This design comes from an exercise in tuning for small area on the open sky130 flow, not from production work.
Only simulation tests tie the RTL to the original design; equivalence was not proved.
Power and IR drop assume default switching activity.

===== design/flow/constraint.sdc =====
create_clock -name core_clock -period 12.0 [get_ports {clk}]
set_input_delay 2.4000 -clock core_clock [delete_from_list [all_inputs] [get_ports {clk}]]
set_output_delay 2.4000 -clock core_clock [all_outputs]
set_load 0.01 [all_outputs]

===== design/flow/design.v =====
`default_nettype none
package sat_pkg;
    localparam int num_bool_vars = 2;                        
    localparam int num_int_vars  = 2;                        
    localparam int num_vars      = num_bool_vars + num_int_vars;  
    localparam int num_clauses   = 4;                        
    localparam int int_width  = 4;    
    localparam int sum_width  = 10;   
    localparam int gain_width = 3;    
    localparam int idx_width  = $clog2(num_clauses);
    localparam int assign_w = num_bool_vars + 2 * int_width;   
    localparam int code_w   = 2 * num_bool_vars;
    localparam int bias_lsb = code_w;
    localparam int coef0_lsb = code_w + int_width;
    localparam int coef1_lsb = code_w + 2 * int_width;
    localparam int clause_w = code_w + 3 * int_width;   
    localparam int formula_w = num_clauses * clause_w;
endpackage
`default_nettype wire
`default_nettype none
module lm_fa
(
    input  wire a,
    input  wire b,
    input  wire c,
    output wire s,
    output wire co
);
    assign s  = a ^ b ^ c;
    assign co = (a & b) | (a & c) | (b & c);
endmodule
module lm_ha
(
    input  wire a,
    input  wire b,
    output wire s,
    output wire co
);
    assign s  = a ^ b;
    assign co = a & b;
endmodule
`default_nettype wire
`default_nettype none
module local_move
(
    input  logic        clk,
    input  logic        rst_n,
    input  logic        clause_write,
    input  logic [1:0]  clause_index,
    input  logic [15:0] clause_data,
    input  logic [3:0]  clause_enable,
    input  logic [9:0]  current,
    input  logic [1:0]  bool_propose_enable,
    input  logic [1:0]  int_propose_enable,
    input  logic        start,
    output logic [11:0] gains,
    output logic [2:0]  best_gain,
    output logic [9:0]  best_assignment,
    output logic        done
);
    wire [15:0] wdata = {clause_data[15:4],
                         clause_data[3] & clause_data[2], clause_data[3] & ~clause_data[2],
                         clause_data[1] & clause_data[0], clause_data[1] & ~clause_data[0]};
    logic [15:0] cl0, cl1, cl2, cl3;
    logic [3:0]  cv;
    always_ff @(posedge clk)
    begin
        if (clause_write && clause_index == 2'd0) cl0 <= wdata;
        if (clause_write && clause_index == 2'd1) cl1 <= wdata;
        if (clause_write && clause_index == 2'd2) cl2 <= wdata;
        if (clause_write && clause_index == 2'd3) cl3 <= wdata;
    end
    always_ff @(posedge clk or negedge rst_n)
    begin
        if (!rst_n)
            cv <= '0;
        else if (clause_write)
            cv[clause_index] <= 1'b1;
    end
    wire [3:0] x  = current[3:0];
    wire [3:0] y  = current[7:4];
    wire       p0 = current[8];
    wire       p1 = current[9];
    wire       xw = (current[3:0] == 4'd7);   
    wire       yw = (current[7:4] == 4'd7);
    wire [3:0] sat0, sat1, sat2, sat3, sat4;
    wire [15:0] c_0 = cl0;
    wire [3:0] b_0 = c_0[7:4];
    wire [3:0] c0_0 = c_0[11:8];
    wire [3:0] c1_0 = c_0[15:12];
    wire k0_1, k0_2, k0_3, k0_4, k0_5, k0_6, k0_7, k0_8, k0_9, k0_10, k0_11, k0_12, k0_13, k0_14, k0_15, k0_16, k0_17, k0_18, k0_19, k0_20, k0_21, k0_22, k0_23, k0_24, k0_25, k0_26, k0_27, k0_28, k0_29, k0_30, k0_31, k0_32, k0_33, k0_34, k0_35, k0_36, k0_37, k0_38, k0_39, k0_40, k0_41, k0_42, k0_43, k0_44, k0_45, k0_46, k0_47, k0_48, k0_49, k0_50, k0_51, k0_52, k0_53, k0_54, k0_55, k0_56, k0_57, k0_58, k0_59, k0_60, k0_61, k0_62, k0_63, k0_64, k0_65, k0_66, k0_67, k0_68, k0_69, k0_70, k0_71, k0_72, k0_73, k0_74, k0_75, k0_76, k0_77, k0_78, k0_79, k0_80, k0_81, k0_82, k0_83, k0_84, k0_85, k0_86, k0_87, k0_88, k0_89, k0_90, k0_91, k0_92, k0_93, k0_94, k0_95, k0_96, k0_97, k0_98, k0_99, k0_100, k0_101, k0_102, k0_103, k0_104, k0_105, k0_106, k0_107, k0_108, k0_109, k0_110, k0_111, k0_112, k0_113, k0_114;
    lm_fa u_k0_1 (.a((c1_0[0] & y[0])), .b((c0_0[0] & x[0])), .c(b_0[0]), .s(k0_1), .co(k0_2));
    lm_fa u_k0_3 (.a((c1_0[0] & y[1])), .b((c1_0[1] & y[0])), .c((c0_0[0] & x[1])), .s(k0_3), .co(k0_4));
    lm_fa u_k0_5 (.a((c0_0[1] & x[0])), .b(b_0[1]), .c(k0_2), .s(k0_5), .co(k0_6));
    lm_ha u_k0_7 (.a(k0_3), .b(k0_5), .s(k0_7), .co(k0_8));
    lm_fa u_k0_9 (.a((c1_0[0] & y[2])), .b((c1_0[1] & y[1])), .c((c1_0[2] & y[0])), .s(k0_9), .co(k0_10));
    lm_fa u_k0_11 (.a((c0_0[0] & x[2])), .b((c0_0[1] & x[1])), .c((c0_0[2] & x[0])), .s(k0_11), .co(k0_12));
    lm_fa u_k0_13 (.a(b_0[2]), .b(k0_4), .c(k0_6), .s(k0_13), .co(k0_14));
    lm_fa u_k0_15 (.a(k0_8), .b(k0_9), .c(k0_11), .s(k0_15), .co(k0_16));
    lm_ha u_k0_17 (.a(k0_13), .b(k0_15), .s(k0_17), .co(k0_18));
    lm_fa u_k0_19 (.a((~c1_0[0] | ~y[3])), .b((c1_0[1] & y[2])), .c((c1_0[2] & y[1])), .s(k0_19), .co(k0_20));
    lm_fa u_k0_21 (.a((~c1_0[3] | ~y[0])), .b((~c0_0[0] | ~x[3])), .c((c0_0[1] & x[2])), .s(k0_21), .co(k0_22));
    lm_fa u_k0_23 (.a((c0_0[2] & x[1])), .b((~c0_0[3] | ~x[0])), .c(~b_0[3]), .s(k0_23), .co(k0_24));
    lm_fa u_k0_25 (.a(1'b1), .b(k0_10), .c(k0_12), .s(k0_25), .co(k0_26));
    lm_fa u_k0_27 (.a(k0_14), .b(k0_16), .c(k0_18), .s(k0_27), .co(k0_28));
    lm_fa u_k0_29 (.a(k0_19), .b(k0_21), .c(k0_23), .s(k0_29), .co(k0_30));
    lm_fa u_k0_31 (.a(k0_25), .b(k0_27), .c(k0_29), .s(k0_31), .co(k0_32));
    lm_fa u_k0_33 (.a((~c1_0[1] | ~y[3])), .b((c1_0[2] & y[2])), .c((~c1_0[3] | ~y[1])), .s(k0_33), .co(k0_34));
    lm_fa u_k0_35 (.a((~c0_0[1] | ~x[3])), .b((c0_0[2] & x[2])), .c((~c0_0[3] | ~x[1])), .s(k0_35), .co(k0_36));
    lm_fa u_k0_37 (.a(1'b1), .b(k0_20), .c(k0_22), .s(k0_37), .co(k0_38));
    lm_fa u_k0_39 (.a(k0_24), .b(k0_26), .c(k0_28), .s(k0_39), .co(k0_40));
    lm_fa u_k0_41 (.a(k0_30), .b(k0_32), .c(k0_33), .s(k0_41), .co(k0_42));
    lm_fa u_k0_43 (.a(k0_35), .b(k0_37), .c(k0_39), .s(k0_43), .co(k0_44));
    lm_ha u_k0_45 (.a(k0_41), .b(k0_43), .s(k0_45), .co(k0_46));
    lm_fa u_k0_47 (.a((~c1_0[2] | ~y[3])), .b((~c1_0[3] | ~y[2])), .c((~c0_0[2] | ~x[3])), .s(k0_47), .co(k0_48));
    lm_fa u_k0_49 (.a((~c0_0[3] | ~x[2])), .b(k0_34), .c(k0_36), .s(k0_49), .co(k0_50));
    lm_fa u_k0_51 (.a(k0_38), .b(k0_40), .c(k0_42), .s(k0_51), .co(k0_52));
    lm_fa u_k0_53 (.a(k0_44), .b(k0_46), .c(k0_47), .s(k0_53), .co(k0_54));
    lm_fa u_k0_55 (.a(k0_49), .b(k0_51), .c(k0_53), .s(k0_55), .co(k0_56));
    lm_fa u_k0_57 (.a((c1_0[3] & y[3])), .b((c0_0[3] & x[3])), .c(k0_48), .s(k0_57), .co(k0_58));
    lm_fa u_k0_59 (.a(k0_50), .b(k0_52), .c(k0_54), .s(k0_59), .co(k0_60));
    lm_fa u_k0_61 (.a(k0_56), .b(k0_57), .c(k0_59), .s(k0_61), .co(k0_62));
    lm_fa u_k0_63 (.a(k0_58), .b(k0_60), .c(k0_62), .s(k0_63), .co(k0_64));
    assign k0_65 = 1'b1 ^ k0_64;
    assign k0_66 = ~k0_65;
    assign k0_67 = k0_1 ^ c0_0[0];
    assign k0_68 = k0_1 & c0_0[0];
    assign k0_69 = k0_7 ^ c0_0[1] ^ k0_68;
    assign k0_70 = (k0_7 & c0_0[1]) | (k0_7 & k0_68) | (c0_0[1] & k0_68);
    assign k0_71 = k0_17 ^ c0_0[2] ^ k0_70;
    assign k0_72 = (k0_17 & c0_0[2]) | (k0_17 & k0_70) | (c0_0[2] & k0_70);
    assign k0_73 = k0_31 ^ c0_0[3] ^ k0_72;
    assign k0_74 = (k0_31 & c0_0[3]) | (k0_31 & k0_72) | (c0_0[3] & k0_72);
    assign k0_75 = k0_45 ^ c0_0[3] ^ k0_74;
    assign k0_76 = (k0_45 & c0_0[3]) | (k0_45 & k0_74) | (c0_0[3] & k0_74);
    assign k0_77 = k0_55 ^ c0_0[3] ^ k0_76;
    assign k0_78 = (k0_55 & c0_0[3]) | (k0_55 & k0_76) | (c0_0[3] & k0_76);
    assign k0_79 = k0_61 ^ c0_0[3] ^ k0_78;
    assign k0_80 = (k0_61 & c0_0[3]) | (k0_61 & k0_78) | (c0_0[3] & k0_78);
    assign k0_81 = k0_63 ^ c0_0[3] ^ k0_80;
    assign k0_82 = (k0_63 & c0_0[3]) | (k0_63 & k0_80) | (c0_0[3] & k0_80);
    assign k0_83 = k0_65 ^ c0_0[3] ^ k0_82;
    assign k0_84 = ~k0_83;
    assign k0_85 = k0_75 | ~c0_0[0];
    assign k0_86 = (k0_77 & ~c0_0[1]) | (k0_77 & k0_85) | (~c0_0[1] & k0_85);
    assign k0_87 = (k0_79 & ~c0_0[2]) | (k0_79 & k0_86) | (~c0_0[2] & k0_86);
    assign k0_88 = (k0_81 & ~c0_0[3]) | (k0_81 & k0_87) | (~c0_0[3] & k0_87);
    assign k0_89 = ~(k0_83 ^ ~c0_0[3] ^ k0_88);
    assign k0_90 = xw ? k0_89 : k0_84;
    assign k0_91 = k0_1 ^ c1_0[0];
    assign k0_92 = k0_1 & c1_0[0];
    assign k0_93 = k0_7 ^ c1_0[1] ^ k0_92;
    assign k0_94 = (k0_7 & c1_0[1]) | (k0_7 & k0_92) | (c1_0[1] & k0_92);
    assign k0_95 = k0_17 ^ c1_0[2] ^ k0_94;
    assign k0_96 = (k0_17 & c1_0[2]) | (k0_17 & k0_94) | (c1_0[2] & k0_94);
    assign k0_97 = k0_31 ^ c1_0[3] ^ k0_96;
    assign k0_98 = (k0_31 & c1_0[3]) | (k0_31 & k0_96) | (c1_0[3] & k0_96);
    assign k0_99 = k0_45 ^ c1_0[3] ^ k0_98;
    assign k0_100 = (k0_45 & c1_0[3]) | (k0_45 & k0_98) | (c1_0[3] & k0_98);
    assign k0_101 = k0_55 ^ c1_0[3] ^ k0_100;
    assign k0_102 = (k0_55 & c1_0[3]) | (k0_55 & k0_100) | (c1_0[3] & k0_100);
    assign k0_103 = k0_61 ^ c1_0[3] ^ k0_102;
    assign k0_104 = (k0_61 & c1_0[3]) | (k0_61 & k0_102) | (c1_0[3] & k0_102);
    assign k0_105 = k0_63 ^ c1_0[3] ^ k0_104;
    assign k0_106 = (k0_63 & c1_0[3]) | (k0_63 & k0_104) | (c1_0[3] & k0_104);
    assign k0_107 = k0_65 ^ c1_0[3] ^ k0_106;
    assign k0_108 = ~k0_107;
    assign k0_109 = k0_99 | ~c1_0[0];
    assign k0_110 = (k0_101 & ~c1_0[1]) | (k0_101 & k0_109) | (~c1_0[1] & k0_109);
    assign k0_111 = (k0_103 & ~c1_0[2]) | (k0_103 & k0_110) | (~c1_0[2] & k0_110);
    assign k0_112 = (k0_105 & ~c1_0[3]) | (k0_105 & k0_111) | (~c1_0[3] & k0_111);
    assign k0_113 = ~(k0_107 ^ ~c1_0[3] ^ k0_112);
    assign k0_114 = yw ? k0_113 : k0_108;
    wire h0_0  = p0 ? c_0[1] : c_0[0];
    wire h0f_0 = p0 ? c_0[0] : c_0[1];
    wire h1_0  = p1 ? c_0[3] : c_0[2];
    wire h1f_0 = p1 ? c_0[2] : c_0[3];
    wire z_0 = ~cv[0];
    wire en_0 = clause_enable[0];
    assign sat0[0] = en_0 & (z_0 | h0_0  | h1_0  | k0_66);
    assign sat1[0] = en_0 & (z_0 | h0f_0 | h1_0  | k0_66);
    assign sat2[0] = en_0 & (z_0 | h0_0  | h1f_0 | k0_66);
    assign sat3[0] = en_0 & (z_0 | h0_0  | h1_0  | k0_90);
    assign sat4[0] = en_0 & (z_0 | h0_0  | h1_0  | k0_114);
    wire [15:0] c_1 = cl1;
    wire [3:0] b_1 = c_1[7:4];
    wire [3:0] c0_1 = c_1[11:8];
    wire [3:0] c1_1 = c_1[15:12];
    wire k1_1, k1_2, k1_3, k1_4, k1_5, k1_6, k1_7, k1_8, k1_9, k1_10, k1_11, k1_12, k1_13, k1_14, k1_15, k1_16, k1_17, k1_18, k1_19, k1_20, k1_21, k1_22, k1_23, k1_24, k1_25, k1_26, k1_27, k1_28, k1_29, k1_30, k1_31, k1_32, k1_33, k1_34, k1_35, k1_36, k1_37, k1_38, k1_39, k1_40, k1_41, k1_42, k1_43, k1_44, k1_45, k1_46, k1_47, k1_48, k1_49, k1_50, k1_51, k1_52, k1_53, k1_54, k1_55, k1_56, k1_57, k1_58, k1_59, k1_60, k1_61, k1_62, k1_63, k1_64, k1_65, k1_66, k1_67, k1_68, k1_69, k1_70, k1_71, k1_72, k1_73, k1_74, k1_75, k1_76, k1_77, k1_78, k1_79, k1_80, k1_81, k1_82, k1_83, k1_84, k1_85, k1_86, k1_87, k1_88, k1_89, k1_90, k1_91, k1_92, k1_93, k1_94, k1_95, k1_96, k1_97, k1_98, k1_99, k1_100, k1_101, k1_102, k1_103, k1_104, k1_105, k1_106, k1_107, k1_108, k1_109, k1_110, k1_111, k1_112, k1_113, k1_114;
    lm_fa u_k1_1 (.a((c1_1[0] & y[0])), .b((c0_1[0] & x[0])), .c(b_1[0]), .s(k1_1), .co(k1_2));
    lm_fa u_k1_3 (.a((c1_1[0] & y[1])), .b((c1_1[1] & y[0])), .c((c0_1[0] & x[1])), .s(k1_3), .co(k1_4));
    lm_fa u_k1_5 (.a((c0_1[1] & x[0])), .b(b_1[1]), .c(k1_2), .s(k1_5), .co(k1_6));
    lm_ha u_k1_7 (.a(k1_3), .b(k1_5), .s(k1_7), .co(k1_8));
    lm_fa u_k1_9 (.a((c1_1[0] & y[2])), .b((c1_1[1] & y[1])), .c((c1_1[2] & y[0])), .s(k1_9), .co(k1_10));
    lm_fa u_k1_11 (.a((c0_1[0] & x[2])), .b((c0_1[1] & x[1])), .c((c0_1[2] & x[0])), .s(k1_11), .co(k1_12));
    lm_fa u_k1_13 (.a(b_1[2]), .b(k1_4), .c(k1_6), .s(k1_13), .co(k1_14));
    lm_fa u_k1_15 (.a(k1_8), .b(k1_9), .c(k1_11), .s(k1_15), .co(k1_16));
    lm_ha u_k1_17 (.a(k1_13), .b(k1_15), .s(k1_17), .co(k1_18));
    lm_fa u_k1_19 (.a((~c1_1[0] | ~y[3])), .b((c1_1[1] & y[2])), .c((c1_1[2] & y[1])), .s(k1_19), .co(k1_20));
    lm_fa u_k1_21 (.a((~c1_1[3] | ~y[0])), .b((~c0_1[0] | ~x[3])), .c((c0_1[1] & x[2])), .s(k1_21), .co(k1_22));
    lm_fa u_k1_23 (.a((c0_1[2] & x[1])), .b((~c0_1[3] | ~x[0])), .c(~b_1[3]), .s(k1_23), .co(k1_24));
    lm_fa u_k1_25 (.a(1'b1), .b(k1_10), .c(k1_12), .s(k1_25), .co(k1_26));
    lm_fa u_k1_27 (.a(k1_14), .b(k1_16), .c(k1_18), .s(k1_27), .co(k1_28));
    lm_fa u_k1_29 (.a(k1_19), .b(k1_21), .c(k1_23), .s(k1_29), .co(k1_30));
    lm_fa u_k1_31 (.a(k1_25), .b(k1_27), .c(k1_29), .s(k1_31), .co(k1_32));
    lm_fa u_k1_33 (.a((~c1_1[1] | ~y[3])), .b((c1_1[2] & y[2])), .c((~c1_1[3] | ~y[1])), .s(k1_33), .co(k1_34));
    lm_fa u_k1_35 (.a((~c0_1[1] | ~x[3])), .b((c0_1[2] & x[2])), .c((~c0_1[3] | ~x[1])), .s(k1_35), .co(k1_36));
    lm_fa u_k1_37 (.a(1'b1), .b(k1_20), .c(k1_22), .s(k1_37), .co(k1_38));
    lm_fa u_k1_39 (.a(k1_24), .b(k1_26), .c(k1_28), .s(k1_39), .co(k1_40));
    lm_fa u_k1_41 (.a(k1_30), .b(k1_32), .c(k1_33), .s(k1_41), .co(k1_42));
    lm_fa u_k1_43 (.a(k1_35), .b(k1_37), .c(k1_39), .s(k1_43), .co(k1_44));
    lm_ha u_k1_45 (.a(k1_41), .b(k1_43), .s(k1_45), .co(k1_46));
    lm_fa u_k1_47 (.a((~c1_1[2] | ~y[3])), .b((~c1_1[3] | ~y[2])), .c((~c0_1[2] | ~x[3])), .s(k1_47), .co(k1_48));
    lm_fa u_k1_49 (.a((~c0_1[3] | ~x[2])), .b(k1_34), .c(k1_36), .s(k1_49), .co(k1_50));
    lm_fa u_k1_51 (.a(k1_38), .b(k1_40), .c(k1_42), .s(k1_51), .co(k1_52));
    lm_fa u_k1_53 (.a(k1_44), .b(k1_46), .c(k1_47), .s(k1_53), .co(k1_54));
    lm_fa u_k1_55 (.a(k1_49), .b(k1_51), .c(k1_53), .s(k1_55), .co(k1_56));
    lm_fa u_k1_57 (.a((c1_1[3] & y[3])), .b((c0_1[3] & x[3])), .c(k1_48), .s(k1_57), .co(k1_58));
    lm_fa u_k1_59 (.a(k1_50), .b(k1_52), .c(k1_54), .s(k1_59), .co(k1_60));
    lm_fa u_k1_61 (.a(k1_56), .b(k1_57), .c(k1_59), .s(k1_61), .co(k1_62));
    lm_fa u_k1_63 (.a(k1_58), .b(k1_60), .c(k1_62), .s(k1_63), .co(k1_64));
    assign k1_65 = 1'b1 ^ k1_64;
    assign k1_66 = ~k1_65;
    assign k1_67 = k1_1 ^ c0_1[0];
    assign k1_68 = k1_1 & c0_1[0];
    assign k1_69 = k1_7 ^ c0_1[1] ^ k1_68;
    assign k1_70 = (k1_7 & c0_1[1]) | (k1_7 & k1_68) | (c0_1[1] & k1_68);
    assign k1_71 = k1_17 ^ c0_1[2] ^ k1_70;
    assign k1_72 = (k1_17 & c0_1[2]) | (k1_17 & k1_70) | (c0_1[2] & k1_70);
    assign k1_73 = k1_31 ^ c0_1[3] ^ k1_72;
    assign k1_74 = (k1_31 & c0_1[3]) | (k1_31 & k1_72) | (c0_1[3] & k1_72);
    assign k1_75 = k1_45 ^ c0_1[3] ^ k1_74;
    assign k1_76 = (k1_45 & c0_1[3]) | (k1_45 & k1_74) | (c0_1[3] & k1_74);
    assign k1_77 = k1_55 ^ c0_1[3] ^ k1_76;
    assign k1_78 = (k1_55 & c0_1[3]) | (k1_55 & k1_76) | (c0_1[3] & k1_76);
    assign k1_79 = k1_61 ^ c0_1[3] ^ k1_78;
    assign k1_80 = (k1_61 & c0_1[3]) | (k1_61 & k1_78) | (c0_1[3] & k1_78);
    assign k1_81 = k1_63 ^ c0_1[3] ^ k1_80;
    assign k1_82 = (k1_63 & c0_1[3]) | (k1_63 & k1_80) | (c0_1[3] & k1_80);
    assign k1_83 = k1_65 ^ c0_1[3] ^ k1_82;
    assign k1_84 = ~k1_83;
    assign k1_85 = k1_75 | ~c0_1[0];
    assign k1_86 = (k1_77 & ~c0_1[1]) | (k1_77 & k1_85) | (~c0_1[1] & k1_85);
    assign k1_87 = (k1_79 & ~c0_1[2]) | (k1_79 & k1_86) | (~c0_1[2] & k1_86);
    assign k1_88 = (k1_81 & ~c0_1[3]) | (k1_81 & k1_87) | (~c0_1[3] & k1_87);
    assign k1_89 = ~(k1_83 ^ ~c0_1[3] ^ k1_88);
    assign k1_90 = xw ? k1_89 : k1_84;
    assign k1_91 = k1_1 ^ c1_1[0];
    assign k1_92 = k1_1 & c1_1[0];
    assign k1_93 = k1_7 ^ c1_1[1] ^ k1_92;
    assign k1_94 = (k1_7 & c1_1[1]) | (k1_7 & k1_92) | (c1_1[1] & k1_92);
    assign k1_95 = k1_17 ^ c1_1[2] ^ k1_94;
    assign k1_96 = (k1_17 & c1_1[2]) | (k1_17 & k1_94) | (c1_1[2] & k1_94);
    assign k1_97 = k1_31 ^ c1_1[3] ^ k1_96;
    assign k1_98 = (k1_31 & c1_1[3]) | (k1_31 & k1_96) | (c1_1[3] & k1_96);
    assign k1_99 = k1_45 ^ c1_1[3] ^ k1_98;
    assign k1_100 = (k1_45 & c1_1[3]) | (k1_45 & k1_98) | (c1_1[3] & k1_98);
    assign k1_101 = k1_55 ^ c1_1[3] ^ k1_100;
    assign k1_102 = (k1_55 & c1_1[3]) | (k1_55 & k1_100) | (c1_1[3] & k1_100);
    assign k1_103 = k1_61 ^ c1_1[3] ^ k1_102;
    assign k1_104 = (k1_61 & c1_1[3]) | (k1_61 & k1_102) | (c1_1[3] & k1_102);
    assign k1_105 = k1_63 ^ c1_1[3] ^ k1_104;
    assign k1_106 = (k1_63 & c1_1[3]) | (k1_63 & k1_104) | (c1_1[3] & k1_104);
    assign k1_107 = k1_65 ^ c1_1[3] ^ k1_106;
    assign k1_108 = ~k1_107;
    assign k1_109 = k1_99 | ~c1_1[0];
    assign k1_110 = (k1_101 & ~c1_1[1]) | (k1_101 & k1_109) | (~c1_1[1] & k1_109);
    assign k1_111 = (k1_103 & ~c1_1[2]) | (k1_103 & k1_110) | (~c1_1[2] & k1_110);
    assign k1_112 = (k1_105 & ~c1_1[3]) | (k1_105 & k1_111) | (~c1_1[3] & k1_111);
    assign k1_113 = ~(k1_107 ^ ~c1_1[3] ^ k1_112);
    assign k1_114 = yw ? k1_113 : k1_108;
    wire h0_1  = p0 ? c_1[1] : c_1[0];
    wire h0f_1 = p0 ? c_1[0] : c_1[1];
    wire h1_1  = p1 ? c_1[3] : c_1[2];
    wire h1f_1 = p1 ? c_1[2] : c_1[3];
    wire z_1 = ~cv[1];
    wire en_1 = clause_enable[1];
    assign sat0[1] = en_1 & (z_1 | h0_1  | h1_1  | k1_66);
    assign sat1[1] = en_1 & (z_1 | h0f_1 | h1_1  | k1_66);
    assign sat2[1] = en_1 & (z_1 | h0_1  | h1f_1 | k1_66);
    assign sat3[1] = en_1 & (z_1 | h0_1  | h1_1  | k1_90);
    assign sat4[1] = en_1 & (z_1 | h0_1  | h1_1  | k1_114);
    wire [15:0] c_2 = cl2;
    wire [3:0] b_2 = c_2[7:4];
    wire [3:0] c0_2 = c_2[11:8];
    wire [3:0] c1_2 = c_2[15:12];
    wire k2_1, k2_2, k2_3, k2_4, k2_5, k2_6, k2_7, k2_8, k2_9, k2_10, k2_11, k2_12, k2_13, k2_14, k2_15, k2_16, k2_17, k2_18, k2_19, k2_20, k2_21, k2_22, k2_23, k2_24, k2_25, k2_26, k2_27, k2_28, k2_29, k2_30, k2_31, k2_32, k2_33, k2_34, k2_35, k2_36, k2_37, k2_38, k2_39, k2_40, k2_41, k2_42, k2_43, k2_44, k2_45, k2_46, k2_47, k2_48, k2_49, k2_50, k2_51, k2_52, k2_53, k2_54, k2_55, k2_56, k2_57, k2_58, k2_59, k2_60, k2_61, k2_62, k2_63, k2_64, k2_65, k2_66, k2_67, k2_68, k2_69, k2_70, k2_71, k2_72, k2_73, k2_74, k2_75, k2_76, k2_77, k2_78, k2_79, k2_80, k2_81, k2_82, k2_83, k2_84, k2_85, k2_86, k2_87, k2_88, k2_89, k2_90, k2_91, k2_92, k2_93, k2_94, k2_95, k2_96, k2_97, k2_98, k2_99, k2_100, k2_101, k2_102, k2_103, k2_104, k2_105, k2_106, k2_107, k2_108, k2_109, k2_110, k2_111, k2_112, k2_113, k2_114;
    lm_fa u_k2_1 (.a((c1_2[0] & y[0])), .b((c0_2[0] & x[0])), .c(b_2[0]), .s(k2_1), .co(k2_2));
    lm_fa u_k2_3 (.a((c1_2[0] & y[1])), .b((c1_2[1] & y[0])), .c((c0_2[0] & x[1])), .s(k2_3), .co(k2_4));
    lm_fa u_k2_5 (.a((c0_2[1] & x[0])), .b(b_2[1]), .c(k2_2), .s(k2_5), .co(k2_6));
    lm_ha u_k2_7 (.a(k2_3), .b(k2_5), .s(k2_7), .co(k2_8));
    lm_fa u_k2_9 (.a((c1_2[0] & y[2])), .b((c1_2[1] & y[1])), .c((c1_2[2] & y[0])), .s(k2_9), .co(k2_10));
    lm_fa u_k2_11 (.a((c0_2[0] & x[2])), .b((c0_2[1] & x[1])), .c((c0_2[2] & x[0])), .s(k2_11), .co(k2_12));
    lm_fa u_k2_13 (.a(b_2[2]), .b(k2_4), .c(k2_6), .s(k2_13), .co(k2_14));
    lm_fa u_k2_15 (.a(k2_8), .b(k2_9), .c(k2_11), .s(k2_15), .co(k2_16));
    lm_ha u_k2_17 (.a(k2_13), .b(k2_15), .s(k2_17), .co(k2_18));
    lm_fa u_k2_19 (.a((~c1_2[0] | ~y[3])), .b((c1_2[1] & y[2])), .c((c1_2[2] & y[1])), .s(k2_19), .co(k2_20));
    lm_fa u_k2_21 (.a((~c1_2[3] | ~y[0])), .b((~c0_2[0] | ~x[3])), .c((c0_2[1] & x[2])), .s(k2_21), .co(k2_22));
    lm_fa u_k2_23 (.a((c0_2[2] & x[1])), .b((~c0_2[3] | ~x[0])), .c(~b_2[3]), .s(k2_23), .co(k2_24));
    lm_fa u_k2_25 (.a(1'b1), .b(k2_10), .c(k2_12), .s(k2_25), .co(k2_26));
    lm_fa u_k2_27 (.a(k2_14), .b(k2_16), .c(k2_18), .s(k2_27), .co(k2_28));
    lm_fa u_k2_29 (.a(k2_19), .b(k2_21), .c(k2_23), .s(k2_29), .co(k2_30));
    lm_fa u_k2_31 (.a(k2_25), .b(k2_27), .c(k2_29), .s(k2_31), .co(k2_32));
    lm_fa u_k2_33 (.a((~c1_2[1] | ~y[3])), .b((c1_2[2] & y[2])), .c((~c1_2[3] | ~y[1])), .s(k2_33), .co(k2_34));
    lm_fa u_k2_35 (.a((~c0_2[1] | ~x[3])), .b((c0_2[2] & x[2])), .c((~c0_2[3] | ~x[1])), .s(k2_35), .co(k2_36));
    lm_fa u_k2_37 (.a(1'b1), .b(k2_20), .c(k2_22), .s(k2_37), .co(k2_38));
    lm_fa u_k2_39 (.a(k2_24), .b(k2_26), .c(k2_28), .s(k2_39), .co(k2_40));
    lm_fa u_k2_41 (.a(k2_30), .b(k2_32), .c(k2_33), .s(k2_41), .co(k2_42));
    lm_fa u_k2_43 (.a(k2_35), .b(k2_37), .c(k2_39), .s(k2_43), .co(k2_44));
    lm_ha u_k2_45 (.a(k2_41), .b(k2_43), .s(k2_45), .co(k2_46));
    lm_fa u_k2_47 (.a((~c1_2[2] | ~y[3])), .b((~c1_2[3] | ~y[2])), .c((~c0_2[2] | ~x[3])), .s(k2_47), .co(k2_48));
    lm_fa u_k2_49 (.a((~c0_2[3] | ~x[2])), .b(k2_34), .c(k2_36), .s(k2_49), .co(k2_50));
    lm_fa u_k2_51 (.a(k2_38), .b(k2_40), .c(k2_42), .s(k2_51), .co(k2_52));
    lm_fa u_k2_53 (.a(k2_44), .b(k2_46), .c(k2_47), .s(k2_53), .co(k2_54));
    lm_fa u_k2_55 (.a(k2_49), .b(k2_51), .c(k2_53), .s(k2_55), .co(k2_56));
    lm_fa u_k2_57 (.a((c1_2[3] & y[3])), .b((c0_2[3] & x[3])), .c(k2_48), .s(k2_57), .co(k2_58));
    lm_fa u_k2_59 (.a(k2_50), .b(k2_52), .c(k2_54), .s(k2_59), .co(k2_60));
    lm_fa u_k2_61 (.a(k2_56), .b(k2_57), .c(k2_59), .s(k2_61), .co(k2_62));
    lm_fa u_k2_63 (.a(k2_58), .b(k2_60), .c(k2_62), .s(k2_63), .co(k2_64));
    assign k2_65 = 1'b1 ^ k2_64;
    assign k2_66 = ~k2_65;
    assign k2_67 = k2_1 ^ c0_2[0];
    assign k2_68 = k2_1 & c0_2[0];
    assign k2_69 = k2_7 ^ c0_2[1] ^ k2_68;
    assign k2_70 = (k2_7 & c0_2[1]) | (k2_7 & k2_68) | (c0_2[1] & k2_68);
    assign k2_71 = k2_17 ^ c0_2[2] ^ k2_70;
    assign k2_72 = (k2_17 & c0_2[2]) | (k2_17 & k2_70) | (c0_2[2] & k2_70);
    assign k2_73 = k2_31 ^ c0_2[3] ^ k2_72;
    assign k2_74 = (k2_31 & c0_2[3]) | (k2_31 & k2_72) | (c0_2[3] & k2_72);
    assign k2_75 = k2_45 ^ c0_2[3] ^ k2_74;
    assign k2_76 = (k2_45 & c0_2[3]) | (k2_45 & k2_74) | (c0_2[3] & k2_74);
    assign k2_77 = k2_55 ^ c0_2[3] ^ k2_76;
    assign k2_78 = (k2_55 & c0_2[3]) | (k2_55 & k2_76) | (c0_2[3] & k2_76);
    assign k2_79 = k2_61 ^ c0_2[3] ^ k2_78;
    assign k2_80 = (k2_61 & c0_2[3]) | (k2_61 & k2_78) | (c0_2[3] & k2_78);
    assign k2_81 = k2_63 ^ c0_2[3] ^ k2_80;
    assign k2_82 = (k2_63 & c0_2[3]) | (k2_63 & k2_80) | (c0_2[3] & k2_80);
    assign k2_83 = k2_65 ^ c0_2[3] ^ k2_82;
    assign k2_84 = ~k2_83;
    assign k2_85 = k2_75 | ~c0_2[0];
    assign k2_86 = (k2_77 & ~c0_2[1]) | (k2_77 & k2_85) | (~c0_2[1] & k2_85);
    assign k2_87 = (k2_79 & ~c0_2[2]) | (k2_79 & k2_86) | (~c0_2[2] & k2_86);
    assign k2_88 = (k2_81 & ~c0_2[3]) | (k2_81 & k2_87) | (~c0_2[3] & k2_87);
    assign k2_89 = ~(k2_83 ^ ~c0_2[3] ^ k2_88);
    assign k2_90 = xw ? k2_89 : k2_84;
    assign k2_91 = k2_1 ^ c1_2[0];
    assign k2_92 = k2_1 & c1_2[0];
    assign k2_93 = k2_7 ^ c1_2[1] ^ k2_92;
    assign k2_94 = (k2_7 & c1_2[1]) | (k2_7 & k2_92) | (c1_2[1] & k2_92);
    assign k2_95 = k2_17 ^ c1_2[2] ^ k2_94;
    assign k2_96 = (k2_17 & c1_2[2]) | (k2_17 & k2_94) | (c1_2[2] & k2_94);
    assign k2_97 = k2_31 ^ c1_2[3] ^ k2_96;
    assign k2_98 = (k2_31 & c1_2[3]) | (k2_31 & k2_96) | (c1_2[3] & k2_96);
    assign k2_99 = k2_45 ^ c1_2[3] ^ k2_98;
    assign k2_100 = (k2_45 & c1_2[3]) | (k2_45 & k2_98) | (c1_2[3] & k2_98);
    assign k2_101 = k2_55 ^ c1_2[3] ^ k2_100;
    assign k2_102 = (k2_55 & c1_2[3]) | (k2_55 & k2_100) | (c1_2[3] & k2_100);
    assign k2_103 = k2_61 ^ c1_2[3] ^ k2_102;
    assign k2_104 = (k2_61 & c1_2[3]) | (k2_61 & k2_102) | (c1_2[3] & k2_102);
    assign k2_105 = k2_63 ^ c1_2[3] ^ k2_104;
    assign k2_106 = (k2_63 & c1_2[3]) | (k2_63 & k2_104) | (c1_2[3] & k2_104);
    assign k2_107 = k2_65 ^ c1_2[3] ^ k2_106;
    assign k2_108 = ~k2_107;
    assign k2_109 = k2_99 | ~c1_2[0];
    assign k2_110 = (k2_101 & ~c1_2[1]) | (k2_101 & k2_109) | (~c1_2[1] & k2_109);
    assign k2_111 = (k2_103 & ~c1_2[2]) | (k2_103 & k2_110) | (~c1_2[2] & k2_110);
    assign k2_112 = (k2_105 & ~c1_2[3]) | (k2_105 & k2_111) | (~c1_2[3] & k2_111);
    assign k2_113 = ~(k2_107 ^ ~c1_2[3] ^ k2_112);
    assign k2_114 = yw ? k2_113 : k2_108;
    wire h0_2  = p0 ? c_2[1] : c_2[0];
    wire h0f_2 = p0 ? c_2[0] : c_2[1];
    wire h1_2  = p1 ? c_2[3] : c_2[2];
    wire h1f_2 = p1 ? c_2[2] : c_2[3];
    wire z_2 = ~cv[2];
    wire en_2 = clause_enable[2];
    assign sat0[2] = en_2 & (z_2 | h0_2  | h1_2  | k2_66);
    assign sat1[2] = en_2 & (z_2 | h0f_2 | h1_2  | k2_66);
    assign sat2[2] = en_2 & (z_2 | h0_2  | h1f_2 | k2_66);
    assign sat3[2] = en_2 & (z_2 | h0_2  | h1_2  | k2_90);
    assign sat4[2] = en_2 & (z_2 | h0_2  | h1_2  | k2_114);
    wire [15:0] c_3 = cl3;
    wire [3:0] b_3 = c_3[7:4];
    wire [3:0] c0_3 = c_3[11:8];
    wire [3:0] c1_3 = c_3[15:12];
    wire k3_1, k3_2, k3_3, k3_4, k3_5, k3_6, k3_7, k3_8, k3_9, k3_10, k3_11, k3_12, k3_13, k3_14, k3_15, k3_16, k3_17, k3_18, k3_19, k3_20, k3_21, k3_22, k3_23, k3_24, k3_25, k3_26, k3_27, k3_28, k3_29, k3_30, k3_31, k3_32, k3_33, k3_34, k3_35, k3_36, k3_37, k3_38, k3_39, k3_40, k3_41, k3_42, k3_43, k3_44, k3_45, k3_46, k3_47, k3_48, k3_49, k3_50, k3_51, k3_52, k3_53, k3_54, k3_55, k3_56, k3_57, k3_58, k3_59, k3_60, k3_61, k3_62, k3_63, k3_64, k3_65, k3_66, k3_67, k3_68, k3_69, k3_70, k3_71, k3_72, k3_73, k3_74, k3_75, k3_76, k3_77, k3_78, k3_79, k3_80, k3_81, k3_82, k3_83, k3_84, k3_85, k3_86, k3_87, k3_88, k3_89, k3_90, k3_91, k3_92, k3_93, k3_94, k3_95, k3_96, k3_97, k3_98, k3_99, k3_100, k3_101, k3_102, k3_103, k3_104, k3_105, k3_106, k3_107, k3_108, k3_109, k3_110, k3_111, k3_112, k3_113, k3_114;
    lm_fa u_k3_1 (.a((c1_3[0] & y[0])), .b((c0_3[0] & x[0])), .c(b_3[0]), .s(k3_1), .co(k3_2));
    lm_fa u_k3_3 (.a((c1_3[0] & y[1])), .b((c1_3[1] & y[0])), .c((c0_3[0] & x[1])), .s(k3_3), .co(k3_4));
    lm_fa u_k3_5 (.a((c0_3[1] & x[0])), .b(b_3[1]), .c(k3_2), .s(k3_5), .co(k3_6));
    lm_ha u_k3_7 (.a(k3_3), .b(k3_5), .s(k3_7), .co(k3_8));
    lm_fa u_k3_9 (.a((c1_3[0] & y[2])), .b((c1_3[1] & y[1])), .c((c1_3[2] & y[0])), .s(k3_9), .co(k3_10));
    lm_fa u_k3_11 (.a((c0_3[0] & x[2])), .b((c0_3[1] & x[1])), .c((c0_3[2] & x[0])), .s(k3_11), .co(k3_12));
    lm_fa u_k3_13 (.a(b_3[2]), .b(k3_4), .c(k3_6), .s(k3_13), .co(k3_14));
    lm_fa u_k3_15 (.a(k3_8), .b(k3_9), .c(k3_11), .s(k3_15), .co(k3_16));
    lm_ha u_k3_17 (.a(k3_13), .b(k3_15), .s(k3_17), .co(k3_18));
    lm_fa u_k3_19 (.a((~c1_3[0] | ~y[3])), .b((c1_3[1] & y[2])), .c((c1_3[2] & y[1])), .s(k3_19), .co(k3_20));
    lm_fa u_k3_21 (.a((~c1_3[3] | ~y[0])), .b((~c0_3[0] | ~x[3])), .c((c0_3[1] & x[2])), .s(k3_21), .co(k3_22));
    lm_fa u_k3_23 (.a((c0_3[2] & x[1])), .b((~c0_3[3] | ~x[0])), .c(~b_3[3]), .s(k3_23), .co(k3_24));
    lm_fa u_k3_25 (.a(1'b1), .b(k3_10), .c(k3_12), .s(k3_25), .co(k3_26));
    lm_fa u_k3_27 (.a(k3_14), .b(k3_16), .c(k3_18), .s(k3_27), .co(k3_28));
    lm_fa u_k3_29 (.a(k3_19), .b(k3_21), .c(k3_23), .s(k3_29), .co(k3_30));
    lm_fa u_k3_31 (.a(k3_25), .b(k3_27), .c(k3_29), .s(k3_31), .co(k3_32));
    lm_fa u_k3_33 (.a((~c1_3[1] | ~y[3])), .b((c1_3[2] & y[2])), .c((~c1_3[3] | ~y[1])), .s(k3_33), .co(k3_34));
    lm_fa u_k3_35 (.a((~c0_3[1] | ~x[3])), .b((c0_3[2] & x[2])), .c((~c0_3[3] | ~x[1])), .s(k3_35), .co(k3_36));
    lm_fa u_k3_37 (.a(1'b1), .b(k3_20), .c(k3_22), .s(k3_37), .co(k3_38));
    lm_fa u_k3_39 (.a(k3_24), .b(k3_26), .c(k3_28), .s(k3_39), .co(k3_40));
    lm_fa u_k3_41 (.a(k3_30), .b(k3_32), .c(k3_33), .s(k3_41), .co(k3_42));
    lm_fa u_k3_43 (.a(k3_35), .b(k3_37), .c(k3_39), .s(k3_43), .co(k3_44));
    lm_ha u_k3_45 (.a(k3_41), .b(k3_43), .s(k3_45), .co(k3_46));
    lm_fa u_k3_47 (.a((~c1_3[2] | ~y[3])), .b((~c1_3[3] | ~y[2])), .c((~c0_3[2] | ~x[3])), .s(k3_47), .co(k3_48));
    lm_fa u_k3_49 (.a((~c0_3[3] | ~x[2])), .b(k3_34), .c(k3_36), .s(k3_49), .co(k3_50));
    lm_fa u_k3_51 (.a(k3_38), .b(k3_40), .c(k3_42), .s(k3_51), .co(k3_52));
    lm_fa u_k3_53 (.a(k3_44), .b(k3_46), .c(k3_47), .s(k3_53), .co(k3_54));
    lm_fa u_k3_55 (.a(k3_49), .b(k3_51), .c(k3_53), .s(k3_55), .co(k3_56));
    lm_fa u_k3_57 (.a((c1_3[3] & y[3])), .b((c0_3[3] & x[3])), .c(k3_48), .s(k3_57), .co(k3_58));
    lm_fa u_k3_59 (.a(k3_50), .b(k3_52), .c(k3_54), .s(k3_59), .co(k3_60));
    lm_fa u_k3_61 (.a(k3_56), .b(k3_57), .c(k3_59), .s(k3_61), .co(k3_62));
    lm_fa u_k3_63 (.a(k3_58), .b(k3_60), .c(k3_62), .s(k3_63), .co(k3_64));
    assign k3_65 = 1'b1 ^ k3_64;
    assign k3_66 = ~k3_65;
    assign k3_67 = k3_1 ^ c0_3[0];
    assign k3_68 = k3_1 & c0_3[0];
    assign k3_69 = k3_7 ^ c0_3[1] ^ k3_68;
    assign k3_70 = (k3_7 & c0_3[1]) | (k3_7 & k3_68) | (c0_3[1] & k3_68);
    assign k3_71 = k3_17 ^ c0_3[2] ^ k3_70;
    assign k3_72 = (k3_17 & c0_3[2]) | (k3_17 & k3_70) | (c0_3[2] & k3_70);
    assign k3_73 = k3_31 ^ c0_3[3] ^ k3_72;
    assign k3_74 = (k3_31 & c0_3[3]) | (k3_31 & k3_72) | (c0_3[3] & k3_72);
    assign k3_75 = k3_45 ^ c0_3[3] ^ k3_74;
    assign k3_76 = (k3_45 & c0_3[3]) | (k3_45 & k3_74) | (c0_3[3] & k3_74);
    assign k3_77 = k3_55 ^ c0_3[3] ^ k3_76;
    assign k3_78 = (k3_55 & c0_3[3]) | (k3_55 & k3_76) | (c0_3[3] & k3_76);
    assign k3_79 = k3_61 ^ c0_3[3] ^ k3_78;
    assign k3_80 = (k3_61 & c0_3[3]) | (k3_61 & k3_78) | (c0_3[3] & k3_78);
    assign k3_81 = k3_63 ^ c0_3[3] ^ k3_80;
    assign k3_82 = (k3_63 & c0_3[3]) | (k3_63 & k3_80) | (c0_3[3] & k3_80);
    assign k3_83 = k3_65 ^ c0_3[3] ^ k3_82;
    assign k3_84 = ~k3_83;
    assign k3_85 = k3_75 | ~c0_3[0];
    assign k3_86 = (k3_77 & ~c0_3[1]) | (k3_77 & k3_85) | (~c0_3[1] & k3_85);
    assign k3_87 = (k3_79 & ~c0_3[2]) | (k3_79 & k3_86) | (~c0_3[2] & k3_86);
    assign k3_88 = (k3_81 & ~c0_3[3]) | (k3_81 & k3_87) | (~c0_3[3] & k3_87);
    assign k3_89 = ~(k3_83 ^ ~c0_3[3] ^ k3_88);
    assign k3_90 = xw ? k3_89 : k3_84;
    assign k3_91 = k3_1 ^ c1_3[0];
    assign k3_92 = k3_1 & c1_3[0];
    assign k3_93 = k3_7 ^ c1_3[1] ^ k3_92;
    assign k3_94 = (k3_7 & c1_3[1]) | (k3_7 & k3_92) | (c1_3[1] & k3_92);
    assign k3_95 = k3_17 ^ c1_3[2] ^ k3_94;
    assign k3_96 = (k3_17 & c1_3[2]) | (k3_17 & k3_94) | (c1_3[2] & k3_94);
    assign k3_97 = k3_31 ^ c1_3[3] ^ k3_96;
    assign k3_98 = (k3_31 & c1_3[3]) | (k3_31 & k3_96) | (c1_3[3] & k3_96);
    assign k3_99 = k3_45 ^ c1_3[3] ^ k3_98;
    assign k3_100 = (k3_45 & c1_3[3]) | (k3_45 & k3_98) | (c1_3[3] & k3_98);
    assign k3_101 = k3_55 ^ c1_3[3] ^ k3_100;
    assign k3_102 = (k3_55 & c1_3[3]) | (k3_55 & k3_100) | (c1_3[3] & k3_100);
    assign k3_103 = k3_61 ^ c1_3[3] ^ k3_102;
    assign k3_104 = (k3_61 & c1_3[3]) | (k3_61 & k3_102) | (c1_3[3] & k3_102);
    assign k3_105 = k3_63 ^ c1_3[3] ^ k3_104;
    assign k3_106 = (k3_63 & c1_3[3]) | (k3_63 & k3_104) | (c1_3[3] & k3_104);
    assign k3_107 = k3_65 ^ c1_3[3] ^ k3_106;
    assign k3_108 = ~k3_107;
    assign k3_109 = k3_99 | ~c1_3[0];
    assign k3_110 = (k3_101 & ~c1_3[1]) | (k3_101 & k3_109) | (~c1_3[1] & k3_109);
    assign k3_111 = (k3_103 & ~c1_3[2]) | (k3_103 & k3_110) | (~c1_3[2] & k3_110);
    assign k3_112 = (k3_105 & ~c1_3[3]) | (k3_105 & k3_111) | (~c1_3[3] & k3_111);
    assign k3_113 = ~(k3_107 ^ ~c1_3[3] ^ k3_112);
    assign k3_114 = yw ? k3_113 : k3_108;
    wire h0_3  = p0 ? c_3[1] : c_3[0];
    wire h0f_3 = p0 ? c_3[0] : c_3[1];
    wire h1_3  = p1 ? c_3[3] : c_3[2];
    wire h1f_3 = p1 ? c_3[2] : c_3[3];
    wire z_3 = ~cv[3];
    wire en_3 = clause_enable[3];
    assign sat0[3] = en_3 & (z_3 | h0_3  | h1_3  | k3_66);
    assign sat1[3] = en_3 & (z_3 | h0f_3 | h1_3  | k3_66);
    assign sat2[3] = en_3 & (z_3 | h0_3  | h1f_3 | k3_66);
    assign sat3[3] = en_3 & (z_3 | h0_3  | h1_3  | k3_90);
    assign sat4[3] = en_3 & (z_3 | h0_3  | h1_3  | k3_114);
    wire [2:0] cnt0, cnt1, cnt2, cnt3, cnt4;
    wire [3:0] satv [5];
    wire [2:0] cntv [5];
    assign satv[0] = sat0;
    assign satv[1] = sat1;
    assign satv[2] = sat2;
    assign satv[3] = sat3;
    assign satv[4] = sat4;
    for (genvar j = 0; j < 5; j++)
    begin : g_pop
        wire s0, c0, c1;
        lm_fa u_fa (.a(satv[j][0]), .b(satv[j][1]), .c(satv[j][2]), .s(s0), .co(c0));
        lm_ha u_h0 (.a(s0), .b(satv[j][3]), .s(cntv[j][0]), .co(c1));
        lm_ha u_h1 (.a(c0), .b(c1), .s(cntv[j][1]), .co(cntv[j][2]));
    end
    assign cnt0 = cntv[0];
    assign cnt1 = cntv[1];
    assign cnt2 = cntv[2];
    assign cnt3 = cntv[3];
    assign cnt4 = cntv[4];
    logic [14:0] s1_cnt;
    logic [9:0]  s1_cur;
    logic [3:0]  s1_pe;
    logic        v1;
    always_ff @(posedge clk)
    begin
        s1_cnt <= {cnt4, cnt3, cnt2, cnt1, cnt0};
        s1_cur <= current;
        s1_pe  <= {int_propose_enable, bool_propose_enable};
    end
    always_ff @(posedge clk or negedge rst_n)
    begin
        if (!rst_n)
            v1 <= 1'b0;
        else
            v1 <= start;
    end
    wire [2:0] g [4];
    for (genvar j = 0; j < 4; j++)
    begin : g_mask
        assign g[j] = s1_pe[j] ? s1_cnt[3*(j+1) +: 3] : 3'd0;
    end
    wire [11:0] r_gains = {g[3], g[2], g[1], g[0]};
    wire       m2 = g[0][2] | g[1][2] | g[2][2] | g[3][2];
    wire       m1 = ~m2 & (g[0][1] | g[1][1] | g[2][1] | g[3][1]);
    wire       m0 = ~m2 & ((g[0][0] & (g[0][1] == m1)) | (g[1][0] & (g[1][1] == m1)) |
                           (g[2][0] & (g[2][1] == m1)) | (g[3][0] & (g[3][1] == m1)));
    wire [2:0] mx = {m2, m1, m0};
    wire [3:0] e;
    for (genvar j = 0; j < 4; j++)
    begin : g_eq
        assign e[j] = s1_pe[j] & (g[j] == mx);
    end
    wire [3:0] win = {e[3] & ~e[2] & ~e[1] & ~e[0], e[2] & ~e[1] & ~e[0], e[1] & ~e[0], e[0]};
    wire [2:0] r_best = (|s1_pe) ? mx : s1_cnt[2:0];
    wire [3:0] xi = {s1_cur[3] ^ (&s1_cur[2:0]), s1_cur[2] ^ (&s1_cur[1:0]), s1_cur[1] ^ s1_cur[0], ~s1_cur[0]};
    wire [3:0] yi = {s1_cur[7] ^ (&s1_cur[6:4]), s1_cur[6] ^ (&s1_cur[5:4]), s1_cur[5] ^ s1_cur[4], ~s1_cur[4]};
    wire [9:0] r_assign = {s1_cur[9] ^ win[1], s1_cur[8] ^ win[0],
                           win[3] ? yi : s1_cur[7:4],
                           win[2] ? xi : s1_cur[3:0]};
    always_ff @(posedge clk or negedge rst_n)
    begin
        if (!rst_n)
        begin
            gains           <= '0;
            best_gain       <= '0;
            best_assignment <= '0;
            done            <= 1'b0;
        end
        else
        begin
            done <= v1;
            if (v1)
            begin
                gains           <= r_gains;
                best_gain       <= r_best;
                best_assignment <= r_assign;
            end
        end
    end
endmodule
`default_nettype wire

===== design/flow/flow/run.sh =====
#!/bin/bash
# Standard ORFS layout with two changes: the ports are buffered with the smallest
# plain buffer, and clock tree synthesis adds no dummy load cells.
set -euo pipefail
export BUFFER_PORTS_ARGS="-buffer_cell sky130_fd_sc_hd__buf_1"
export CTS_ARGS="-sink_clustering_enable -repair_clock_nets -buf_list sky130_fd_sc_hd__clkbuf_8 -dont_use_dummy_load"
bash standard.sh > standard.log 2>&1

===== design/flow/config.mk =====
export PLATFORM = sky130hd
export DESIGN_NAME = local_move
export DESIGN_NICKNAME = local_move
export VERILOG_FILES = /design/flow/design.v
export SDC_FILE = /design/flow/constraint.sdc
export NUM_CORES = 4
export LEC_CHECK = 0
export CAP_MARGIN = 20
export CORE_MARGIN = 2
export CORE_UTILIZATION = 85
export CTS_BUF_LIST = sky130_fd_sc_hd__clkbuf_8
export SLEW_MARGIN = 20
export SYNTH_HIERARCHICAL = 1

===== design/flow/standard.sh =====
#!/bin/bash
# synth_recipe.tcl (not shown) runs the flow's synth.tcl, then flattens the netlist and writes it again
# the make line also repeats each setting of config.mk as NAME=value (left out here)
make -C /OpenROAD-flow-scripts/flow DESIGN_CONFIG=/design/flow/config.mk WORK_HOME=/design/flow/orfs CLKGATE_MAP_FILE= SYNTH_SCRIPT=/design/flow/synth_recipe.tcl "${@:-finish}"

==> results of run 1 <==
Yosys stat by module (local to each module, per instance):
module / copies in the design / flip-flops and latches
local_move: 1 / 124
lm_fa: 121 / 0
lm_ha: 22 / 0
cells in the final DEF (no fill, tap or decap), types with 29 or more instances in the layout:
| master | n |
|---|---|
| edfxtp_1 | 64 |
| dfxtp_1 | 29 |
| and2_1 | 86 |
| o21ai_0 | 33 |
| nor2_1 | 31 |
| fa_1 | 153 |
| inv_1 | 48 |
| buf_1 | 64 |
| dfrtp_1 | 31 |
| nand2_1 | 82 |
power breakdown:
group | switching, W | total, W | internal (W)
combinational | 0.00123 | 0.00216 | 0.000935
sequential | 0.0000644 | 0.000567 | 0.000503
clock | 0.000152 | 0.000276 | 0.000124
total | 0.00144 | 0.00301 | 0.00156
cell families (layout without fill, tap and decap cells):
group / Yosys count / after routing / share of synthesized area [%]
compound gates: 114 / 114 / 7.98
flops: 124 / 124 / 33.8
simple gates: 264 / 264 / 14.4
fa+ha+maj: 204 / 204 / 37.5
mux: 18 / 18 / 2.01
xor+xnor: 17 / 17 / 1.53
other cells: 1 / 9 / 0.0386
buf+inv: 69 / 141 / 2.85
critical path, stage by stage:
cell and delay [ns]:
buf_1 0.21, buf_4 0.26, and2_1 0.20, fa_1 0.44
fa_1 0.49, ha_1 0.24, fa_1 0.49, ha_1 0.21
fa_1 0.48, fa_1 0.46, fa_1 0.48, ha_1 0.27
fa_1 0.51, fa_1 0.43, fa_1 0.45, fa_1 0.52
fa_1 0.58, nor2_1 0.07, o21ai_0 0.25, nand2_1 0.12
xnor2_1 0.14, o21a_1 0.19, fa_1 0.48, ha_1 0.22
ha_1 0.28
registers in the layout (all words and copies together), names as in the netlist, 4 cells and up:
signal and cells:
s1_cur 10, cl3 16, best_assignment 10, cv 4, cl2 16, s1_cnt 15, cl0 16, gains 12
s1_pe 4, cl1 16
metrics by stage:
step | hold slack, ns | cells | util, % | power (W)
after global routing | 0.504 | 1033 | 92.1 | 0.00316
after CTS | 0.494 | 1033 | 92.1 | 0.00294
after global placement | 0.474 | 1016 | 90.1 | 0.00231
after detailed placement | 0.480 | 1016 | 90.1 | 0.00254
after floorplan | 0.352 | 818 | - | 0.00201
final | 0.503 | 1034 | 92.2 | 0.00301
per-layer routing:
| layer | track usage, % | vias to the layer above | share of wire (%) |
|---|---|---|---|
| met4 | 25.2 | 0 | 7.4 |
| li1 | - | 2903 | - |
| met2 | 74.3 | 775 | 47 |
| met1 | 57.9 | 3510 | 32 |
| met3 | 15.4 | 245 | 13 |
| met5 | 0 | - | 0 |
layout make-up:
class	count	area (um2)	area share [%]
antenna	1	2.50	0.0241
clock buffer	17	234	2.25
inverter	48	180	1.73
multi-input combinational	625	6190	59.6
sequential	124	3280	31.6
tap	143	179	1.72
timing repair buffer	76	328	3.16
how the worst min path moves through the flow:
| stage | from | endpoint | slack [ns] | depth (start not counted) |
|---|---|---|---|---|
| finish | s1_cur[7] | best_assignment[7] | 0.50 | 2 |
| global route | s1_cur[7] | best_assignment[7] | 0.50 | 2 |
| CTS | s1_cur[7] | best_assignment[7] | 0.49 | 2 |
| detailed placement | cv[3] | cv[3] | 0.48 | 1 |
| global placement | s1_cur[7] | best_assignment[7] | 0.47 | 2 |
| floorplan | v1 | done | 0.35 | 0 |
==> impl_metrics.toml, run 1 <==
[status]
status = "complete, no violations"

[run]
max-cap-violations = 0

[clock_network]
clock_sinks = 124
clock_latency_ns = 0.46
cts_buffers = 17
cts-resized-gates = 0
root_buffer = "clkbuf_8"
tritoncts = "built"
cts_htree_levels = 4
path_clk_slew_ns = 0.07
cts_setup_buffers = 0
cts_hold_buffers = 0
cts.path.max_buffers = 2

[finish]
drive_above_1_share_pct = 6.40
nets = 1111
fin_area_mm2 = 0.0104
n_fill_cell = 393
syn2layout_area_growth_pct = 6.98

[setup_path]
endpoint_kind = "register"
critPathRequiredTime_ns = 12.34
r2r_start = "cl0[12]"
timing.rr.end = "s1_cnt[10]"
worst-r2r-setup-slack_ns = 3.28
reg2reg_depth = 23
arrival_ns = 10.89
start_kind = "primary input"
crit_path_start = "current[4]"
crit_type = "in2reg"
setup.worst_path.end = "s1_cnt[10]"
crit_fanout = 12

[synthesis]
synth_edf_count = 64
syn_area_per_cell_um2 = 12.0
synthTopCellsByCount = "153 x fa_1, 86 x and2_1, 82 x nand2_1, 64 x edfxtp_1, 48 x inv_1"
ys_types = 61
yosysMostFrequentCell = "fa_1"
synth_area_mm2 = 0.00971
async_flop_share_pct = 25.0
synth_area_leaders = "fa_1 32%, edfxtp_1 20%, dfrtp_1 8.0%"
ys_ff_latch = 124
ys_warn_count = 7
synth-main-ff-cell = "edfxtp_1"
synth_cells = 811
synth_top_cell_by_area = "fa_1"
yosysSeqAreaShare_pct = 33.8
yosysTopAreaCellShare_pct = 31.5

[sta]
hold_viol_final = 0
maxSlewHeadroom_pct = 35.5
rsz0062_at_grt = "false"
final-max-slew-violation-count = 0
fmax_mhz = 94.8
tightest_slew_ns = 0.968
fin_ws_ns = 1.45
fin_skew_ns = 0.0214
fin_crit_ns = 10.55
period_share_pct = 87.9
setup_violations = 0
setup_tns_ns = 0

[detailed_routing]
dr.pass1.iters = 8
post_drt_wl_per_cell_um = 26.4
drt_iter0_markers = 1247
drt-total-wl_um = 27300
drc_errors = 0
drt.antenna.violating_nets = 0
vias = 7433
via_per_inst = 7.19

[floorplanning]
start_util_pct = 86.1
rows = 39
die_h_um = 111
die_w_um = 111
fp.dieArea_mm2 = 0.0123
num_io_pins = 66
core_area_mm2 = 0.0113

[place]
place_area_mm2 = 0.0102
hpwlAfterDp_um = 18500
gp_congestion = 0.964
portBuffers = 65
pre_cts_slack_ns = 1.26

[global_routing]
grt-ovfl-total = 0
grt_use_total_pct = 46.8
grt_max_degree = 54
grt_antenna_before_repair = 1
grt_pass1_wl_um = 42700
first_global_vias = 8038

[pwr]
powerDensity_mw_per_mm2 = 289
leakage_nw = 4.06
vdd_drop_max_v = 0.000372

[worst_hold_path]
min_path_type = "reg2reg"
==> run 2, diff against run 1 <==
--- a/design/flow/config.mk
+++ b/design/flow/config.mk
@@ -8,5 +8,5 @@
 export CAP_MARGIN = 20
 export CORE_MARGIN = 2
-export CORE_UTILIZATION = 85
+export CORE_UTILIZATION = 75
 export CTS_BUF_LIST = sky130_fd_sc_hd__clkbuf_8
 export SLEW_MARGIN = 20
==> impl_metrics.toml, run 2 <==
[status]
status = "complete, no violations"

[global_routing]
grt-ovfl-total = 0
grt_pass1_wl_um = 37400
grt_use_total_pct = 35.5
grt_antenna_before_repair = 0
grt_max_degree = 54
first_global_vias = 7180

[setup_path]
r2r_start = "cl2[12]"
crit_fanout = 14
cp_cell_sequence = "buf_1, and2_1, fa_1, fa_1, ha_1, fa_1, ha_1, fa_1, fa_1, fa_1, ha_1, fa_1, fa_1, fa_1, fa_1, fa_1, nor2_1, o21ai_0, nand2_1, xnor2_1, o21a_1, fa_1, ha_1, ha_1"
critPathRequiredTime_ns = 12.32
cp_slowest_cell = "fa_1"
reg2reg_depth = 23
crit_family = "adder cells"
start_kind = "primary input"
critPathMostFrequentCell = "fa_1"
path_buf_inv = 1
worst-r2r-setup-slack_ns = 3.55
crit_type = "in2reg"
endpoint_kind = "register"
crit_path_max_incr_delay_ns = 0.56
arrival_ns = 10.81
timing.rr.end = "s1_cnt[10]"

[synthesis]
synth_area_leaders = "fa_1 32%, edfxtp_1 20%, dfrtp_1 8.0%"
synthTopCellsByCount = "153 x fa_1, 86 x and2_1, 82 x nand2_1, 64 x edfxtp_1, 48 x inv_1"
syn_area_per_cell_um2 = 12.0
synth_top_family_by_area = "adder cells"
yosysMostFrequentCell = "fa_1"
synthXorXnorAreaFrac_pct = 1.53
muxShareOfSynthArea_pct = 2.01
synth-simple-area-share_pct = 14.4
yosysTopAreaCellShare_pct = 31.5
ys_ff_latch = 124
synth_compound_area_share_pct = 7.98
synth_area_mm2 = 0.00971
yosysSeqAreaShare_pct = 33.8
synth_edf_count = 64
ys_warn_count = 7
synth-main-ff-cell = "edfxtp_1"
ys_types = 61
async_flop_share_pct = 25.0
synth_adder_area_share_pct = 37.5
synth_cells = 811
synth_top_cell_by_area = "fa_1"

[clock_network]
tritoncts = "built"
cts_setup_buffers = 0
clock_latency_ns = 0.45
cts_htree_levels = 4
cts-resized-gates = 0
cts_buffers = 17
clock_sinks = 124
cts.path.max_buffers = 2
path_clk_slew_ns = 0.07
root_buffer = "clkbuf_8"
cts_hold_buffers = 0

[sta]
hold_viol_final = 0
rsz0062_at_grt = "false"
fin_crit_ns = 10.48
setup_violations = 0
period_share_pct = 87.4
fmax_mhz = 95.4
setup_tns_ns = 0
tightest_slew_ns = 1.01
maxSlewHeadroom_pct = 32.4
fin_skew_ns = 0.0238
holdWs_ns = 0.491
final-max-slew-violation-count = 0

[finish]
drive_above_1_share_pct = 6.30
layout_common_cells = "153 x fa_1, 86 x and2_1, 82 x nand2_1"
final-seq-area_mm2 = 0.00328
n_fill_cell = 733
fin_area_mm2 = 0.0104
syn2layout_area_growth_pct = 7.25
nets = 1110
final_core_util_pct = 82.5
multi_input_area_mm2 = 0.00619
n_antenna_cell = 0
layout_commonest_cell = "fa_1"

[floorplanning]
start_util_pct = 76.9
core_area_mm2 = 0.0126
die_h_um = 118
fp.dieArea_mm2 = 0.0139
num_io_pins = 66
die_w_um = 118
rows = 41

[place]
hpwlAfterDp_um = 17300
gp_congestion = 0.941
place_area_mm2 = 0.0102
portBuffers = 65

[pwr]
powerDensity_mw_per_mm2 = 268
vdd_drop_max_v = 0.000229
leakage_nw = 4.06

[detailed_routing]
post_drt_wl_per_cell_um = 21.5
drt.antenna.violating_nets = 0
drt-total-wl_um = 22800
via_per_inst = 6.36
dr.pass1.iters = 6
vias = 6743
drt_iter0_markers = 650
drc_errors = 0

[run]
max-cap-violations = 0

[worst_hold_path]
hold_end = "best_assignment[6]"
min_path_type = "reg2reg"
min_from = "s1_cur[6]"
min_path_cells = 2
## run 2: through the flow
step | setup WS, ns | total power (W) | std cells
after global routing | 1.26 | 0.00306 | 1061
after detailed placement | 1.25 | 0.00249 | 1044
after global placement | 1.55 | 0.00233 | 1044
after floorplan | 2.05 | 0.00201 | 818
final | 1.52 | 0.00279 | 1061
after CTS | 1.64 | 0.00279 | 1061
## run 2: per-layer routing
layer / global-route usage, % / up-vias / wire length (um)
met4: 13.6 / 0 / 741
met1: 48.9 / 3385 / 8650
met5: 0 / - / 0
met2: 56.6 / 376 / 11400
li1: - / 2904 / -
met3: 7.56 / 78 / 2020
## run 2: worst max path at each step
stage | from | end | cells past startpoint
final | current[4] | s1_cnt[10] | 24
after global routing | current[4] | s1_cnt[10] | 24
after CTS | current[4] | s1_cnt[10] | 24
after detailed placement | current[4] | s1_cnt[10] | 23
after global placement | current[4] | s1_cnt[13] | 24
after floorplan | current[4] | s1_cnt[13] | 23
## run 2: logic make-up (layout without fill, tap and decap cells)
logic type | after synthesis | after routing
AOI/OAI and AO/OA | 114 | 114
adders and majority gates | 204 | 204
xor gates and xnor gates | 17 | 17
DFF | 124 | 124
and+or+nand+nor | 264 | 264
buffers and inverters | 69 | 140
muxes | 18 | 18
other | 1 | 8
## run 2: power by group
group | leakage (nW) | switching (W) | internal, W
combinational | 2.75 | 0.00107 | 0.000897
clock | 0.122 | 0.000136 | 0.000124
sequential | 1.18 | 0.0000588 | 0.000503
total | 4.06 | 0.00127 | 0.00152
## run 2: final cells by class
type,count,area share [%]
clock buffers,17,2.25
inverters,48,1.73
flip-flops and latches,124,31.5
multi-input cells,625,59.4
well taps,172,2.07
repair buffers,75,3.08
## run 2: Yosys stat by module (local to each module, per instance)
module      cells  flip-flops and latches  times used  cell area [um2]
local_move    668                     124           1             7010
lm_fa           1                       0         121             20.0
lm_ha           1                       0          22             12.5
## run 2: tightest hold or removal path: stages, from the launching register on
cell and delay [ns]:
dfxtp_1 0.31, o21ai_0 0.07, a31oi_1 0.08

[afterwards: timing with drivers on the ports]
Ports are ideal in the flow. The routed layouts listed here were re-timed in OpenROAD.
Step 1 assumes that a clkbuf_16 drives the clock port and a buf_2 every other input.
Step 2 also shifts input and output timing later by t, the mid clock arrival at the registers, as if the neighbouring blocks saw the same clock.
Slacks: ideal / step 1 / step 2; pairs: ideal / step 1.
run | t (ns) | slack for setup (ns) | worst hold slack (ns) | worst setup path after step 2
run 1 | 0.488 | 1.455 / 1.471 / 0.983 | 0.503 / 0.503 / 0.503 | input to register
run 2 | 0.483 | 1.515 / 1.533 / 1.050 | 0.491 / 0.491 / 0.491 | input to register
After both steps setup and hold are still met in every run listed. For run 1, which loses most, drivers alone change the setup slack by +0.016 ns; drivers and shift together by -0.472 ns.
